Context: an optimization exercise on an open-source flow, tuned for small area and a short achievable clock period. The choices shown serve that exercise and are no tape-out recipe. In this exercise RTL edits were held to simulation tests only and were not proved equivalent to the original. Power is estimated from default activity; no workload was simulated.

==> flow/design.v (excerpt) <==
module echo_train_gen #(
  parameter int N_ECHO  = 5,
  parameter int DW      = 10,
  parameter int CNT_W   = 16,
  parameter int PERIOD  = 200,
  parameter int NOISE_W = 4
) (
  input  logic                          clk,
  input  logic                          reset,
  input  logic                          start,
  input  logic                          stop,
  input  logic                          mode,
  input  logic                          noise_en,
  input  logic [8*(N_ECHO+1)-1:0]       amp_i,
  input  logic [CNT_W*(N_ECHO+1)-1:0]   delay_i,
  output logic [DW-1:0]                 sum_o,
  output logic [7:0]                    start_o,
  output logic                          busy,
  output logic                          frame_o
);
  localparam int NP = N_ECHO + 1;
  logic             run_q;
  logic             busy_q;    
  logic             last_q;
  logic             first_q;
  logic [7:0]       cnt_q;
  logic [15:0]      lfsr_q;
  logic [DW-1:0]    sum_q;
  logic [7:0]       st_q;
  logic             frame_q;
  logic [7:0]       amp_q [NP];
  logic [7:0]       pos_q [NP];
  logic [7:0]       sb_q  [NP];
  logic [7:0]       h1_q  [NP];
  logic [7:0]       h2_q  [NP];
  logic             hc_q  [NP];
  logic [10:0]      y1_q, y2_q, y3_q;
  logic [7:0]       p0_q;
  logic go, ld;
  assign go = run_q && !stop;
  assign ld = !run_q || last_q;
  logic [7:0] sb_d [NP];
  for (genvar k = 0; k < NP; k++) begin : g_shape
    logic [7:0] u;
    logic       win;
    logic [7:0] s4;
    assign u = pos_q[k];
    assign win = (u[7:4] == 4'd0 && u[3:0] <= 4'd11) || (u[7:2] == 6'h3F);
    localparam logic [127:0] SHAPE4 = 128'h230e0502050e23477cb9ebffebb97c47;
    assign s4 = SHAPE4[8*u[3:0] +: 8];
    assign sb_d[k] = win ? s4 : 8'd0;
  end
  logic [7:0] h1_d [NP];
  logic [7:0] h2_d [NP];
  logic       hc_d [NP];
  for (genvar k = 0; k < NP; k++) begin : g_mul
    etg_mul u_mul (.a(amp_q[k]), .s(sb_q[k]), .h1(h1_d[k]), .h2(h2_d[k]), .hc(hc_d[k]));
  end
  logic [10:0] y1_d, y2_d, y3_d;
  etg_sum u_sum (
  ...
Size in the first run: roughly 2300 cells after synthesis, ~310 flip-flops, roughly 170 I/O pins, roughly 23000 um^2 of cells after synthesis.
clock: 10.5 ns
lec_check: 0
cap_margin: 20
core_margin: 2
core_utilization: 50
cts_cluster_diameter: 100
cts_cluster_size: 30
place_density: 0.8
setup_slack_margin: 5
slew_margin: 20
standard.sh (not shown) runs the stock make flow with config.mk's settings and CLKGATE_MAP_FILE= SYNTH_SCRIPT=/design/flow/synth_recipe.tcl, a recipe that flattens the netlist after the stock synthesis.
==> flow/flow/run.sh <==
#!/bin/bash
set -euo pipefail
MARGIN=${MARGIN:-7.2}
PORTBUF=${PORTBUF:-sky130_fd_sc_hd__buf_1}
sed -e "s/SETUP_SLACK_MARGIN=[0-9.]*/SETUP_SLACK_MARGIN=$MARGIN/" \
    -e "s/\"\${@:-finish}\"/BUFFER_PORTS_ARGS='-buffer_cell $PORTBUF' \"\${@:-finish}\"/" \
    standard.sh > standard_flow.sh
bash standard_flow.sh > standard.log 2>&1
The first run completed with no timing, DRC or antenna violations.
Edit:
--- a/flow/flow/run.sh
+++ b/flow/flow/run.sh
@@ -3 +3 @@
-MARGIN=${MARGIN:-7.2}
+MARGIN=${MARGIN:-7.1}
CORE_UTILIZATION = 45   (was 50)
CTS_CLUSTER_DIAMETER = 120   (was 100)
CTS_CLUSTER_SIZE = 25   (was 30)
PLACE_DENSITY = 0.75   (was 0.8)
After rerunning: The changed run produced a clean layout. Sequential share of layout area grows by 0.27 points. Worst setup slack is worse by 38 ps. Utilization shrinks by 6.8 points. Via count shrinks by 3.3%. Critical path depth does not change. Global-route usage shrinks by 2.8 points.
Edit:
CORE_UTILIZATION = 50   (was 45)
PLACE_DENSITY = 0.8   (was 0.75)
- The changed run completed without violations
- total power fell by 0.49%
- first-iteration DRC count rose by 11%
- clock power fell by 3.8%
- utilization rose by 6.0 points
- global-route usage rose by 2.1 points
- maximum frequency rose by 0.79%
- routed wire length hardly moves
- worst hold slack gains 3.7 ps
Edit:
CTS_CLUSTER_DIAMETER = 100   (was 120)
CTS_CLUSTER_SIZE = 30   (was 25)
=> Wire length stays flat. Cell area rises slightly. Clock-buffer cell count is lower by 7. Utilization came out higher by 0.23 points. Worst hold slack hardly moves. Total power is higher slightly. Area after synthesis is unchanged. Final cell count hardly moves. Worst setup slack improved by 4.3 ps.


Setup of job 8802:
Starting RTL as in the previous note.
export LEC_CHECK = 0
export CAP_MARGIN = 20
export CORE_MARGIN = 2
export CORE_UTILIZATION = 50
export CTS_CLUSTER_DIAMETER = 120
export CTS_CLUSTER_SIZE = 25
export PLACE_DENSITY = 0.8
export SETUP_SLACK_MARGIN = 5
export SLEW_MARGIN = 20
create_clock -name core_clock -period 10.5 [get_ports {clk}]
==> flow/flow/run.sh <==
#!/bin/bash
set -euo pipefail
MARGIN=${MARGIN:-7.3}
PORTBUF=${PORTBUF:-sky130_fd_sc_hd__buf_1}
sed -e "s/SETUP_SLACK_MARGIN=[0-9.]*/SETUP_SLACK_MARGIN=$MARGIN/" \
    -e "s/\"\${@:-finish}\"/BUFFER_PORTS_ARGS='-buffer_cell $PORTBUF' \"\${@:-finish}\"/" \
    standard.sh > standard_flow.sh
RES="$PWD/orfs/results/sky130hd/echo_train_gen/base"
bash standard_flow.sh "$RES/1_2_yosys.v" > synth.log 2>&1
cp "$RES/1_2_yosys.v" "$RES/1_2_yosys_standard.v"
python3 flow/polarity.py "$RES/1_2_yosys_standard.v" "$RES/1_2_yosys.v" > polarity.log 2>&1
bash standard_flow.sh > standard.log 2>&1
Other scripts of this flow, unchanged in this note and not shown: flow/flow/polarity.py
Job 8802 was carried through to the last stage, and its layout satisfied the timing, DRC and antenna checks.
Input-level comparison between job 6241 and job 8802:
diff --git a/flow/flow/run.sh b/flow/flow/run.sh
--- a/flow/flow/run.sh
+++ b/flow/flow/run.sh
@@ -3 +3 @@
-MARGIN=${MARGIN:-7.3}
+MARGIN=${MARGIN:-7.4}
==> comparison <==
Of job 6241 and job 8802, it is job 6241 that has the lower count of clock-buffer cells in the layout.
Count of non-CTS buffers in the layout (lower): job 8802
[compare] base=job 8802 new=job 6241: stage delay of the slowest cell on the critical path shows an increase of 0.12 ns; clock skew about even; growth of design area from synthesis to finish saw an increase; worst setup slack shows a reduction of 0.018 ns.
The standby leakage power in job 6241 sits 0.30 nW above the value recorded for job 8802.
Setup slack of the most critical reg-to-reg path in job 6241 vs job 8802: down 0.02 ns
[job 6241] maximum clock frequency fell 0.55% relative to job 8802
Job 6241 did not stop at any stage, and its layout met the timing, DRC and antenna checks.
--- input diff job 6241..job 589 ---
diff --git a/flow/flow/run.sh b/flow/flow/run.sh
--- a/flow/flow/run.sh
+++ b/flow/flow/run.sh
@@ -3 +3 @@
-MARGIN=${MARGIN:-7.4}
+MARGIN=${MARGIN:-7.2}
@@ -6 +6 @@
-    -e "s/\"\${@:-finish}\"/BUFFER_PORTS_ARGS='-buffer_cell $PORTBUF' \"\${@:-finish}\"/" \
+    -e "s/\"\${@:-finish}\"/BUFFER_PORTS_ARGS='-buffer_cell $PORTBUF' REMOVE_ABC_BUFFERS=1 \"\${@:-finish}\"/" \
==> results.txt <==
Job 589 against job 6241: combinational group share of total power went down 0.7 points; via count of the routed design dropped about 1.5%; routed wire length now sits lower; switching power share of the total went down by 0.26 points.
Setup changes, job 589 to job 9564
diff --git a/flow/flow/run.sh b/flow/flow/run.sh
--- a/flow/flow/run.sh
+++ b/flow/flow/run.sh
@@ -3 +3 @@
-MARGIN=${MARGIN:-7.2}
+MARGIN=${MARGIN:-7.0}
@@ -6 +6 @@
-    -e "s/\"\${@:-finish}\"/BUFFER_PORTS_ARGS='-buffer_cell $PORTBUF' REMOVE_ABC_BUFFERS=1 \"\${@:-finish}\"/" \
+    -e "s/\"\${@:-finish}\"/BUFFER_PORTS_ARGS='-buffer_cell $PORTBUF' \"\${@:-finish}\"/" \
--- outcome ---
- Job 9564 vs job 589, commonest non-fill, non-tap cell in the layout: sky130_fd_sc_hd__fa_1 vs sky130_fd_sc_hd__and2_1
- Re transition time at the pin with the least slew margin: job 9564 and job 589 aren't equal, and the lower value belongs to job 589.
- Diff job 589 -> job 9564: storage element area held; cell total after placement held; highest clock rate went down about 0.6%; area fraction of clock buffers and clock inverters held; top-level port count held.
- Job 589 -> job 9564: clock-buffer cell count decreased by a few percent


== build 12 ==
echo_train_gen, a different RTL version from the one above (not shown whole).
Size in the first run: about 170 I/O pins, roughly 0.023 mm2 of cells after synthesis.
clock: 10.5 ns
lec_check: 0
cap_margin: 20
core_margin: 2
core_utilization: 40
cts_cluster_diameter: 100
cts_cluster_size: 30
gpl_timing_driven: 0
setup_slack_margin: 5
slew_margin: 20
==> flow/flow/run.sh <==
#!/bin/bash
set -euo pipefail
MARGIN=${MARGIN:-7}
PORTBUF=${PORTBUF:-sky130_fd_sc_hd__buf_1}
sed -e "s/SETUP_SLACK_MARGIN=[0-9.]*/SETUP_SLACK_MARGIN=$MARGIN/" \
    -e "s/\"\${@:-finish}\"/BUFFER_PORTS_ARGS='-buffer_cell $PORTBUF' \"\${@:-finish}\"/" \
    standard.sh > standard_flow.sh
bash standard_flow.sh > standard.log 2>&1
Build 12 finished end to end and its layout was clean on timing, DRC and antenna.
### build 12 -> build 80
Settings: PLACE_DENSITY newly set to 0.8; GPL_TIMING_DRIVEN removed (was 0); CORE_UTILIZATION changed from 40 to 50.
--- a/flow/flow/run.sh
+++ b/flow/flow/run.sh
@@ -3 +3 @@
-MARGIN=${MARGIN:-7}
+MARGIN=${MARGIN:-7.1}
==> results.txt <==
As of build 80, clock power had fallen by more than 10% compared to build 12.
Delta (build 80 minus build 12): number of buffers inserted to repair setup after CTS now smaller, count of non-filler cells in the finished layout went down by 207.
The following lists how build 68 was set up differently from build 80:
Settings: CORE_UTILIZATION now 40, was 50; PLACE_DENSITY no longer set, was 0.8.
--- a/flow/flow/run.sh
+++ b/flow/flow/run.sh
@@ -3 +3 @@
-MARGIN=${MARGIN:-7.1}
+MARGIN=${MARGIN:-7}
Results
- Synthesized cell count came out exactly the same in build 68 and build 80.
- On filler-free cell count of the finished design, the lower figure sits with build 80, not build 68.
- Build 68 vs build 80, startpoint of the worst setup timing path: y1_q[1] vs amp_q[1][0]
- Sort build 68 and build 80 by largest net degree at the start of global routing, ascending, and build 68 comes first.
- As far as area taken by flip-flops and latches is concerned, build 68 and build 80 perform about the same.
- Going from build 80 to build 68, the count of filler cells inserted in the layout was found to have gone up by about 43%.
- The ratio of cells with drive above 1 in the final layout of build 68 is lower than that of build 80.

what the ideal ports hide:
In the flow no input, the clock included, has a driving cell. The finished layouts below were timed again as built, in two steps.
Step 1 sets driving cells, clkbuf_16 on the clock port and buf_2 on the other inputs (assumed; they add their load-dependent delay and slew).
Step 2, shift: input delay + t, output delay - t, t = (earliest + latest rising clock arrival at the registers) / 2. This alone moves slack from input paths to output paths.
Three values: ideal ports, drivers, drivers and shift; two values: the first two.
run	t (ns)	setup WS [ns]	worst setup path after step 2
the first run of note 1	0.591	7.122 / 7.122 / 6.763	input to register
the second run of note 1	0.577	7.085 / 7.085 / 6.775	input to register
the third run of note 1	0.566	7.111 / 7.111 / 6.614	input to register
the fourth run of note 1	0.569	7.116 / 7.116 / 6.640	input to register
job 8802	0.578	7.219 / 7.200 / 6.789	input to register
job 6241	0.583	7.201 / 7.201 / 6.764	input to register
job 589	0.572	7.129 / 7.129 / 6.732	input to register
job 9564	0.566	7.109 / 7.108 / 6.655	input to register
build 12	0.599	7.028 / 7.028 / 6.566	input to register
build 80	0.585	7.100 / 7.100 / 6.616	input to register
build 68	0.597	7.052 / 7.052 / 6.664	input to register
After both steps setup and hold are still met in every run listed. The setup slack of the third run of note 1, which loses most, moves by 0.000 ns with the drivers and by -0.497 ns with both steps.
